This is an optimization exercise on Yosys and OpenROAD, whose aim is small area, not a production implementation.
The RTL was checked by simulation tests, not by an equivalence proof against the original design.
Power and IR drop assume default switching activity.

File: design.v
module wb_reg_file #(
    parameter int PC_BITS       = 32,
    parameter int REG_ADDR_BITS = 5
) (
    input  logic                     clk,
    input  logic                     rst,
    input  logic                     reg_write_wb,
    input  logic [1:0]               mem_to_reg_wb,
    input  logic [PC_BITS-1:0]       alu_out_wb,
    input  logic [PC_BITS-1:0]       read_data_wb,
    input  logic [PC_BITS-1:0]       pc_plus_4wb,
    input  logic [REG_ADDR_BITS-1:0] write_reg_wb,
    input  logic [REG_ADDR_BITS-1:0] rs_addr_d,
    input  logic [REG_ADDR_BITS-1:0] rt_addr_d,
    output logic [PC_BITS-1:0]       rs_data_d,
    output logic [PC_BITS-1:0]       rt_data_d,
    output logic [PC_BITS-1:0]       result_wb,
    output logic                     commit_wb,
    output logic [31:0]              wb_count
);
    localparam int NUM_REGS = 1 << REG_ADDR_BITS;
    typedef enum logic [1:0] {
        SEL_ALU  = 2'b00,
        SEL_LOAD = 2'b01,
        SEL_LINK = 2'b10,
        SEL_RSVD = 2'b11
    } wb_sel_e;
    logic [PC_BITS-1:0] regs_q [NUM_REGS];
    logic [31:0]        count_q;
    logic [31:0]        count_d;
    always_comb begin
        result_wb = alu_out_wb;
        case (mem_to_reg_wb)
            SEL_LOAD: result_wb = read_data_wb;
            SEL_LINK: result_wb = pc_plus_4wb;
            default:  result_wb = alu_out_wb;
        endcase
    end
    assign commit_wb = reg_write_wb && (write_reg_wb != '0);
    assign count_d   = count_q + 32'd1;
    assign wb_count  = count_q;
    always_ff @(posedge clk) begin
        if (rst) begin
            for (int i = 0; i < NUM_REGS; i++) begin
                regs_q[i] <= '0;
            end
            count_q <= '0;
        end else if (commit_wb) begin
            regs_q[write_reg_wb] <= result_wb;
            count_q              <= count_d;
        end
    end
    always_comb begin
        rs_data_d = regs_q[rs_addr_d];
        if (rs_addr_d == '0) begin
            rs_data_d = '0;
        end
    end
    always_comb begin
        rt_data_d = regs_q[rt_addr_d];
        if (rt_addr_d == '0) begin
            rt_data_d = '0;
        end
    end
endmodule
File: run.sh
#!/bin/bash
# synth_recipe.tcl (not shown) runs the flow's synth.tcl, then flattens the netlist and writes it again
# the make line also repeats each setting of config.mk as NAME=value (left out here)
make -C /OpenROAD-flow-scripts/flow DESIGN_CONFIG=/design/flow/config.mk WORK_HOME=/design/flow/orfs CLKGATE_MAP_FILE= SYNTH_SCRIPT=/design/flow/synth_recipe.tcl finish
File: config.mk
export PLATFORM = sky130hd
export DESIGN_NAME = wb_reg_file
export DESIGN_NICKNAME = wb_reg_file
export VERILOG_FILES = /design/flow/design.v
export SDC_FILE = /design/flow/constraint.sdc
export NUM_CORES = 4
export LEC_CHECK = 0
export CAP_MARGIN = 20
export CORE_MARGIN = 2
export CORE_UTILIZATION = 40
export SLEW_MARGIN = 20
File: constraint.sdc
create_clock -name core_clock -period 6.0 [get_ports {clk}]
set_input_delay 1.2000 -clock core_clock [delete_from_list [all_inputs] [get_ports {clk}]]
set_output_delay 1.2000 -clock core_clock [all_outputs]
set_load 0.01 [all_outputs]
==> flow_summary_export.csv <==
group,metric,value,unit
layout,fin_util,47.1,%
layout,drive_gt1_share,24.5,%
layout,final_cell_area,63600,µm²
timing,skew,0.00547,ns
placed_design,hpwl,130000,µm
clock_network,clkLatencyLatePin,0.72,ns
layout,layout.nets,4296,
route,drtAntennaViolNets,0,
clock_network,holdBufCountCts,0,
global_route,grt_use_met3,6.83,%
floorplanning,die_area,139000,µm²
clock_network,root_buffer,"clkbuf_16",
route,drt_first_iter_violations,5510,
power_and_ir_drop,p_leak,21.3,nW
placed_design,dpl_cell_area,60100,µm²
critical_path,critPathLaunchType,"input pin",
critical_path,cp_top_family,"buffers and inverters",
floorplanning,die_w,373,µm
hold_path,hold_path_end,"count_q[13]",
placed_design,place.port_buffers,244,
hold_path,hold_class,"reg2reg",
route,drt_pre_antenna_iters,5,
critical_path,reg2reg_depth,4,
placed_design,gp_congestion,0.940,
floorplanning,die_h,373,µm
power_and_ir_drop,p_per_area,286,nW/µm²
global_route,grt.total_usage,28.4,%
logic_synthesis,ys_ff_latch,1056,
critical_path,crit_buf_inv,4,
layout,syn2layout_area_growth,17.0,%
power_and_ir_drop,power.share.sequential,47.7,%
power_and_ir_drop,comb_power_share,15.1,%
critical_path,path_cells,"buf_6 -> buf_4 -> and2_1 -> buf_4 -> a22oi_1 -> a311oi_1 -> clkdlybuf4s50_1",
timing,whs,0.518,ns
timing,worst_slew_pin_slew,1.21,ns
timing,slew-limit-headroom,18.7,%
layout,final_common_cell,"nor2_1",
critical_path,crit_top_cell,"buf_4",
timing,setup_tns,0,ns
critical_path,endpoint_kind,"output port",
route,wire_per_inst,33.2,µm
critical_path,crit_type,"in2out",
critical_path,cp_max_fo,25,
logic_synthesis,synth.avg_cell_area,13.7,µm²
power_and_ir_drop,p_switching,4.78,mW
timing,clock.fmax,0.176,GHz
power_and_ir_drop,ir_worst_vdd,0.000233,V
timing,period_share,94.9,%
clock_network,cts.sinks,1056,
logic_synthesis,syn_area,54300,µm²
power_and_ir_drop,clock_power_share,37.2,%
logic_synthesis,synth_warnings,1,
logic_synthesis,synthArstFlopShare,0,%
clock_network,htree_levels,3,
route,vias,39114,
critical_path,arrival,4.49,ns
global_route,grt-busiest-layer,"met2",
clock_network,cts.clk_slew.worst_paths,0.06,ns
layout,n_fill_cell,11921,
power_and_ir_drop,swShare,26.3,%
flow_run,maxCapViolations,0,
clock_network,cts_setup_buffers,0,
global_route,grt_pass1_vias,38044,
timing,setup_viol,0,
power_and_ir_drop,intPower,13.4,mW
clock_network,cts_tree,"yes",
global_route,antenna_found_initial,6,
clock_network,cts_buffers,110,
outcome,outcome,"finished clean",
critical_path,regToRegStartpoint,"count_q[10]",
floorplanning,rows,135,
timing,slew_viol_final,0,
critical_path,cp_slowest_cell,"a311oi_1",
route,drc,0,
hold_path,min_from,"count_q[13]",
critical_path,max_stage_delay,0.99,ns
logic_synthesis,synth.distinct_cells,47,
floorplanning,start_util,40.2,%
timing,rsz0062_at_grt,"no",
clock_network,clk_path_buf_depth,3,
logic_synthesis,yosysSeqAreaShare,57.8,%
logic_synthesis,synth_edf_count,1024,
hold_path,hold_depth,2,
timing,finalHoldViolations,0,
critical_path,critical_path_required,4.80,ns
global_route,grt_overflow,0,
global_route,grt_start_max_net_pins,56,
logic_synthesis,synth_cells,3959,
floorplanning,pin_count,245,
route,routed_wl,201000,µm
global_route,grt_pass1_wl,282000,µm
critical_path,reg2reg_slack,3.66,ns
critical_path,path_depth,7,
power_and_ir_drop,finalPower,18.2,mW
logic_synthesis,ys.flop_type,"edfxtp_1",
floorplanning,core,135000,µm²
clock_network,post_cts_resized,0,
timing,fin_crit,5.69,ns
route,viasPerCell,6.47,
critical_path,timing.rr.end,"count_q[31]",
layout,final_cell_mix,"1,046 x nor2_1, 1,024 x edfxtp_1, 448 x mux4_2, 239 x buf_4, 233 x clkdlybuf4s50_1",
global_route,globalRouteMet2Util,43.4,%
global_route,grtUsageMet1,38.7,%
metal layers:
layer | part of all wire [%] | routed length (µm)
met1 | 38 | 75700
met4 | 4.9 | 9800
met2 | 45 | 91000
met3 | 12 | 24100
met5 | 0.0065 | 13
power by group through the flow:
stage / sequential (mW) / clock (mW) / combinational, mW
2_1_floorplan: 8.75 / 0 / 1.47
3_3_place_gp: 8.80 / 0 / 2.70
3_5_place_dp: 8.83 / 0 / 2.71
4_1_cts: 8.67 / 6.82 / 2.71
5_1_grt: 8.72 / 7.11 / 2.84
6_report: 8.68 / 6.78 / 2.75
cell usage after synthesis (all sizes together), types with 64 or more instances:
library cell	number	share of area (%)
mux2i	129	2.4
buf	121	1.2
a22oi	96	1.3
clkbuf	311	2.2
mux2	74	1.5
nor2b	78	0.90
a311oi	64	1.0
nor2	1048	7.2
a211oi	64	0.88
nand2	70	0.48
edfxtp	1024	57
o21ai	121	1.1
mux4	448	19
registers in the layout, indices dropped and copies added (netlist names):
register  cells
count_q      32
regs_q     1024
worst min-delay path: cells and delay by family (launching register included):
family,cells,cell delay [ns]
flip-flops,1,0.34
AO/OA/AOI/OAI,2,0.14
layout make-up:
cell class | count | area (µm²) | area share (%)
antenna | 2 | 5.00 | 0.00787
tap | 1781 | 2230 | 3.50
timing repair buffer | 507 | 4720 | 7.42
clock inverter | 54 | 440 | 0.693
clock buffer | 144 | 3040 | 4.77
inverter | 39 | 149 | 0.234
sequential | 1056 | 31400 | 49.4
multi-input combinational | 2463 | 21600 | 34.0
cells by family after synthesis:
family	Yosys count	share of synthesized area (%)
AOI/OAI and AO/OA	472	6.07
muxes	651	22.5
DFF	1056	57.8
buffers and inverters	471	3.63
xor gates and xnor gates	5	0.0806
adders and majority gates	3	0.0691
other	1	0.00690
and+or+nand+nor	1300	9.92
stage by stage:
stage,worst slack (ns),std cells
finish,0.309,6046
global route,0.349,6044
CTS,0.316,6043
detailed placement,0.337,5845
global placement,0.266,5845
floorplan,2.04,3990
worst max path at each step:
stage | start | end | slack (ns)
2_1_floorplan | mem_to_reg_wb[0] | result_wb[10] | 2.04
5_1_grt | rt_addr_d[0] | rt_data_d[11] | 0.35
3_3_place_gp | rs_addr_d[2] | rs_data_d[14] | 0.27
4_1_cts | rs_addr_d[2] | rs_data_d[14] | 0.32
6_report | rt_addr_d[0] | rt_data_d[11] | 0.31
3_5_place_dp | rs_addr_d[2] | rs_data_d[14] | 0.34

separate check: timing with driven ports:
Ports are ideal in the flow. The routed layout listed here was re-timed in OpenROAD.
Step 1, drivers: a clkbuf_16 drives clk and a buf_2 each remaining input, both assumed.
Step 2 also shifts input and output timing later by t, the mid clock arrival at the registers, as if the neighbouring blocks saw the same clock.
Slacks: no drivers / after step 1 / after step 2; pairs: no drivers / after step 1.
shift t [ns]: 0.794
slack for setup (ns): 0.309 / 0.272 / 0.272
worst hold slack (ns): 0.518 / 0.518 / 0.518
latest minus earliest clock arrival (ns): 0.033 / 0.033
worst slew at a driven data input, ns: 0.07
After both steps this run still meets setup and hold. The setup slack of this run moves by -0.037 ns with the drivers and by -0.037 ns with both steps.
